Source: an optimization exercise on an open RTL-to-GDS flow (aim: small area, a short achievable clock period and few clock cycles per item). Production flows keep margins and buffers that such runs may drop. Where RTL was checked, it was by simulation tests only, not by an equivalence proof against the original. Power figures rest on the tool's default switching activity, not on a simulated workload.

fjord:
// mac_array_acc
module mac_array_acc #(
  parameter int DATA_WIDTH = 8,
  parameter int ACC_WIDTH  = 32,
  parameter int LANES      = 4,
  parameter int LEN_W      = 16
) (
  input  logic                        clk,
  input  logic                        rst_n,
  input  logic                        start,
  input  logic [LEN_W-1:0]            vec_len,
  input  logic [LANES*ACC_WIDTH-1:0]  bias,
  input  logic                        sat_en,
  input  logic                        in_valid,
  output logic                        in_ready,
  input  logic [LANES*DATA_WIDTH-1:0] operand_a,
  input  logic [LANES*DATA_WIDTH-1:0] operand_b,
  output logic                        out_valid,
  input  logic                        out_ready,
  output logic [LANES*ACC_WIDTH-1:0]  out_data,
  output logic [LANES-1:0]            overflow,
  output logic                        busy
);
  logic             r_in_ready;
  logic             r_out_valid;
  logic             r_fin;
  logic [LEN_W-1:0] r_cnt;
  logic             r_sat;
  logic             w_beat, w_load, w_last, w_empty;
  assign busy    = r_in_ready | r_fin | (r_out_valid & ~out_ready);
  assign w_load  = start & ~busy;
  assign w_beat  = in_valid & r_in_ready;
  assign w_last  = (r_cnt == LEN_W'(1));
  assign w_empty = (vec_len == '0);
  always_ff @(posedge clk or negedge rst_n) begin
    if (!rst_n) begin
      r_in_ready  <= 1'b0;
      r_out_valid <= 1'b0;
      r_fin       <= 1'b0;
    end else begin
      r_fin <= w_beat & w_last;
      if (w_load) begin
        r_in_ready  <= ~w_empty;
        r_out_valid <= w_empty;
      end else if (w_beat && w_last) begin
        r_in_ready  <= 1'b0;
      end else if (r_fin) begin
        r_out_valid <= 1'b1;
      end else if (out_ready) begin
        r_out_valid <= 1'b0;
      end
    end
  end
  always_ff @(posedge clk) begin
    if (w_load) begin
      r_cnt <= vec_len;
      r_sat <= sat_en;
    end else if (w_beat) begin
      r_cnt <= r_cnt - 1'b1;
    end
  end
  ...
clock: 5.5 ns
lec_check: 0
abc_area: 0
cap_margin: 20
core_margin: 2
core_utilization: 55
setup_slack_margin: 2.4
slew_margin: 20
standard.sh (not shown) runs the stock make flow with config.mk's settings and CLKGATE_MAP_FILE= SYNTH_SCRIPT=/design/flow/synth_recipe.tcl, a recipe that flattens the netlist after the stock synthesis.
==> flow/flow/run.sh <==
#!/bin/bash
# The standard layout, with the smallest plain buffer on every port in
# place of the default port buffer cell, and a clock tree without dummy
# loads and with larger sink clusters.
set -euo pipefail
bash standard.sh \
  'BUFFER_PORTS_ARGS=-buffer_cell sky130_fd_sc_hd__buf_1' \
  'CTS_ARGS=-sink_clustering_enable -repair_clock_nets -dont_use_dummy_load -sink_clustering_size 30 -sink_clustering_max_diameter 80' \
  finish > standard.log 2>&1
Looking at the reports, fjord completed the entire flow and the layout it produced met the timing, DRC and antenna checks.
Testbench counts of fjord, summed over its fixed seeds: cycles 5,840, jobs 320.
--- input diff fjord..umber ---
- changing ABC_AREA from 0 to 1
- changing SETUP_SLACK_MARGIN from 2.4 to 2.5
umber: PASS, flow complete, no timing, DRC or antenna violations
Cmp umber and fjord / clock network power share / lower: umber
Of umber and fjord, umber shows the lower clock-buffer cell count, with fjord above it.
Looking at mean cell area of the mapped netlist, umber sits below fjord.
For umber, the most common library cell in the layout ignoring fill and taps was nand2_1, unlike fjord, where it was buf_1.
fjord leaves less setup margin than umber.
fjord has higher cell area after synthesis than umber.
Input changes introduced in zinc (baseline for comparison: umber):
- changing SETUP_SLACK_MARGIN from 2.5 to 2.6
--- outcome ---
- | final worst hold slack | zinc vs umber | worse |
- The run with more routed wire is zinc, not umber.
- Against umber, worst-case vdd ir drop in zinc rose by more than 10%.
- Looking at global router's overall resource usage, zinc sits 0.53 points higher than umber does.
- NOTE: fraction of power consumed by combinational cells in zinc exceeds that of umber
- Between zinc and umber, it is zinc whose final-layout non-clock buffer area share is higher, by 1.3 points.
- Sequential share of layout area (zinc over umber): decrease, 0.78 points
- Changes observed in zinc relative to umber: relative area change from synthesis to final layout now larger, routed metal-1 wirelength now larger.
> inputs changed (zinc -> garnet)
- changing CAP_MARGIN from 20 to 5
- changing SLEW_MARGIN from 20 to 5
- changing SETUP_SLACK_MARGIN from 2.6 to 2.4
Results
zinc → garnet: maximum frequency has increased, cell count after synthesis has remained practically unchanged.
For power attributed to combinational cells, dividing the value from garnet by the value from zinc gives 0.816.
garnet vs zinc: total clock network power down by a few percent
Area overhead of the layout relative to synthesis in garnet vs zinc: down 9.9 points
Against zinc, footprint of the multi-input gates in garnet fell by a little under 10%.
zinc → garnet: share of the cycle needed by the critical path after routing lower, total length of routed met2 wires fell 8.4%.

* * *

Another version of the RTL of mac_array_acc (not shown whole).
Size in the first run: ~2,500 cells after synthesis, ~150 flip-flops, about 17,000 um2 of cells after synthesis.
Settings: LEC_CHECK=0, ABC_AREA=1, CAP_MARGIN=20, CORE_MARGIN=2, CORE_UTILIZATION=40, SLEW_MARGIN=20; clock period 5.5 ns.
run.sh (not shown) runs the stock make flow with config.mk's settings and CLKGATE_MAP_FILE= SYNTH_SCRIPT=/design/flow/synth_recipe.tcl, a recipe that flattens the netlist after the stock synthesis.
Stock flow here: none of the scripts above is used.
Edit:
--- a/flow/config.mk
+++ b/flow/config.mk
@@ -8 +7,0 @@
-export ABC_AREA = 1
@@ -11,0 +11 @@
+export SETUP_SLACK_MARGIN = 0.4
With this change the flow completed and failed the layout checks on negative setup slack; sequential share of layout area is lower by 0.90 points; power is higher by a few percent; routed wire length is higher by a few percent; clock-buffer cell count does not change; critical path depth is lower by 5; worst setup slack gets worse by 0.26 ns; non-clock buffer count is higher by 36; first-iteration DRC count is higher by about a fifth.
No run of this note included a check of the RTL's function; only the layout flow was run.

* * *

mac_array_acc, a different RTL version from the one above (not shown whole).
For scale: roughly 220 flip-flops, about 350 I/O pins.
// mac_array_acc
module mac_array_acc #(
  parameter int DATA_WIDTH = 8,
  parameter int ACC_WIDTH  = 32,
  parameter int LANES      = 4,
  parameter int LEN_W      = 16
) (
  input  logic                        clk,
  input  logic                        rst_n,
  input  logic                        start,
  input  logic [LEN_W-1:0]            vec_len,
  input  logic [LANES*ACC_WIDTH-1:0]  bias,
  input  logic                        sat_en,
  input  logic                        in_valid,
  output logic                        in_ready,
  input  logic [LANES*DATA_WIDTH-1:0] operand_a,
  input  logic [LANES*DATA_WIDTH-1:0] operand_b,
  output logic                        out_valid,
  input  logic                        out_ready,
  output logic [LANES*ACC_WIDTH-1:0]  out_data,
  output logic [LANES-1:0]            overflow,
  output logic                        busy
);
export LEC_CHECK = 0
export ABC_AREA = 1
export CAP_MARGIN = 20
export CORE_MARGIN = 2
export CORE_UTILIZATION = 40
export SLEW_MARGIN = 20
create_clock -name core_clock -period 5.5 [get_ports {clk}]
Testbench counts at the start, summed over its fixed seeds: cycles 5,840, jobs 320.
Then changed:
Settings changed: CORE_UTILIZATION 40 to 60.
Result: Die area fell by 33%; final area fell by 1.6%; total power rose by 0.74%; wire length fell by 4.3%; sequential share of layout area rose by 0.29 points; non-clock buffer count is unchanged; synthesized area does not change; sequential power is about the same; global-route usage rose by 9.3 points; clock-buffer cell count fell by 1.

* * *

Another version of the RTL of mac_array_acc (not shown whole).
For scale: ~2800 cells after synthesis, ~350 I/O pins, ~0.019 sq mm of cells after synthesis.
Design mac_array_acc, start of the top module:
module mac_array_acc #(
  parameter int DATA_WIDTH = 8,
  parameter int ACC_WIDTH  = 32,
  parameter int LANES      = 4,
  parameter int LEN_W      = 16
) (
  input  logic                        clk,
  input  logic                        rst_n,
  input  logic                        start,
  input  logic [LEN_W-1:0]            vec_len,
  input  logic [LANES*ACC_WIDTH-1:0]  bias,
  input  logic                        sat_en,
  input  logic                        in_valid,
  output logic                        in_ready,
  input  logic [LANES*DATA_WIDTH-1:0] operand_a,
  input  logic [LANES*DATA_WIDTH-1:0] operand_b,
  output logic                        out_valid,
  input  logic                        out_ready,
  output logic [LANES*ACC_WIDTH-1:0]  out_data,
  output logic [LANES-1:0]            overflow,
  output logic                        busy
);
  logic             r_in_ready;
  logic             r_out_valid;
  logic [LEN_W-1:0] r_cnt;
  logic             r_sat;
  logic             w_beat, w_load, w_last, w_empty;
  assign busy    = r_in_ready | (r_out_valid & ~out_ready);
  assign w_load  = start & ~busy;
  assign w_beat  = in_valid & r_in_ready;
  assign w_last  = (r_cnt == LEN_W'(1));
  assign w_empty = (vec_len == '0);
  always_ff @(posedge clk or negedge rst_n) begin
    if (!rst_n) begin
      r_in_ready  <= 1'b0;
      r_out_valid <= 1'b0;
    end else begin
      if (w_load) begin
        r_in_ready  <= ~w_empty;
        r_out_valid <= w_empty;
      end else if (w_beat && w_last) begin
        r_in_ready  <= 1'b0;
        r_out_valid <= 1'b1;
      end else if (out_ready) begin
        r_out_valid <= 1'b0;
      end
    end
  end
  always_ff @(posedge clk) begin
    if (w_load) begin
      r_cnt <= vec_len;
      r_sat <= sat_en;
    end else if (w_beat) begin
      r_cnt <= r_cnt - 1'b1;
    end
  end
  for (genvar g = 0; g < LANES; g++) begin : g_lane
    logic [DATA_WIDTH-1:0] a_g;
    logic [11:0]           w_be;
    logic [15:0]           w_p, r_p, p_g;
    logic [15:0]           s;
    logic                  c;
  ...
Settings: LEC_CHECK=0, ABC_AREA=1, CAP_MARGIN=20, CORE_MARGIN=2, CORE_UTILIZATION=55, SETUP_SLACK_MARGIN=1.2, SLEW_MARGIN=20; clock period 5.5 ns.
standard.sh (not shown) runs the stock make flow with config.mk's settings and CLKGATE_MAP_FILE= SYNTH_SCRIPT=/design/flow/synth_recipe.tcl, a recipe that flattens the netlist after the stock synthesis.
Scripts as last shown in full above: flow/flow/run.sh
The first run finished clean.
Testbench counts at the start, summed over its fixed seeds: cycles 5,520, jobs 320.
Rerun with:
- ABC_AREA: 1 -> 0
- CORE_UTILIZATION: 55 -> 40
- SETUP_SLACK_MARGIN: 1.2 -> 0.8
First-iteration DRC count rises by 3.7%; total power falls by 17%; global-route usage falls by 6.6 points.
Rerun with:
- ABC_AREA: 0 -> 1
- CORE_UTILIZATION: 40 -> 55
Outcome:
- The new run completed with no timing, DRC or antenna violations
- maximum frequency climbs by 0.71%
- utilization rises by 17 points
- routed wire length fell by 18%
- power rises by 12%
- worst setup slack improves by 0.032 ns
- die area is lower by 34%
- global-route usage rose by 6.3 points
- hold slack is worse by 0.040 ns
- non-clock buffer count drops by 67
- first-iteration DRC count fell by 25%
- final area decreases by 10%
Rerun with:
- SETUP_SLACK_MARGIN: 0.8 -> 1.1
Outcome:
- via count climbs by 1.8%
- power climbs by 3.4%
- routed wire length climbs by 4.3%
- synthesized cell count does not change
- sequential power barely changes
- first-iteration DRC count climbs by 24%
- fmax climbs by 5.9%
- clock power drops by about 8%
- worst setup slack improved by 0.25 ns

==> separate check: timing with driven ports <==
In the flow no input, the clock included, has a driving cell. The finished layouts below were timed again as built, in two steps.
Step 1, drivers: a clkbuf_16 drives clk and a buf_2 each remaining input, both assumed.
Step 2 also shifts input and output timing later by t, the mid clock arrival at the registers, as if the neighbouring blocks saw the same clock.
a / b / c = no drivers / after step 1 / after step 2; a / b = the first two.
run	t (ns)	setup slack, ns	latest minus earliest clock arrival (ns)	worst register clock-pin slew, ns	cell pins on the clock port's net
fjord	0.590	2.279 / 2.279 / 1.930	0.091 / 0.091	0.10 / 0.10	1
umber	0.569	2.471 / 2.471 / 1.997	0.065 / 0.064	0.10 / 0.10	1
zinc	0.565	2.439 / 2.439 / 2.139	0.048 / 0.047	0.11 / 0.11	1
garnet	0.540	2.489 / 2.510 / 1.982	0.055 / 0.055	0.12 / 0.12	1
the first run of note 2	0.544	0.204 / 0.220 / -0.324	0.015 / 0.016	0.07 / 0.07	1
the second run of note 2	0.551	-0.057 / -0.051 / -0.602	0.009 / 0.008	0.08 / 0.08	1
the first run of note 3	0.623	0.678 / 0.678 / 0.678	0.014 / 0.014	0.06 / 0.06	1
the second run of note 3	0.607	0.484 / 0.484 / 0.484	0.020 / 0.019	0.06 / 0.06	1
the first run of note 4	0.557	1.191 / 1.139 / 0.815	0.053 / 0.053	0.08 / 0.08	1
the second run of note 4	0.544	0.966 / 0.913 / 0.435	0.060 / 0.060	0.11 / 0.11	1
the third run of note 4	0.564	0.998 / 0.946 / 0.572	0.064 / 0.064	0.09 / 0.09	1
the fourth run of note 4	0.548	1.247 / 1.190 / 0.749	0.067 / 0.067	0.11 / 0.11	1
Met with ideal ports but missed after step 2: setup timing in the first run of note 2. For the second run of note 2, which loses most, drivers alone change the setup slack by +0.006 ns; drivers and shift together by -0.545 ns.
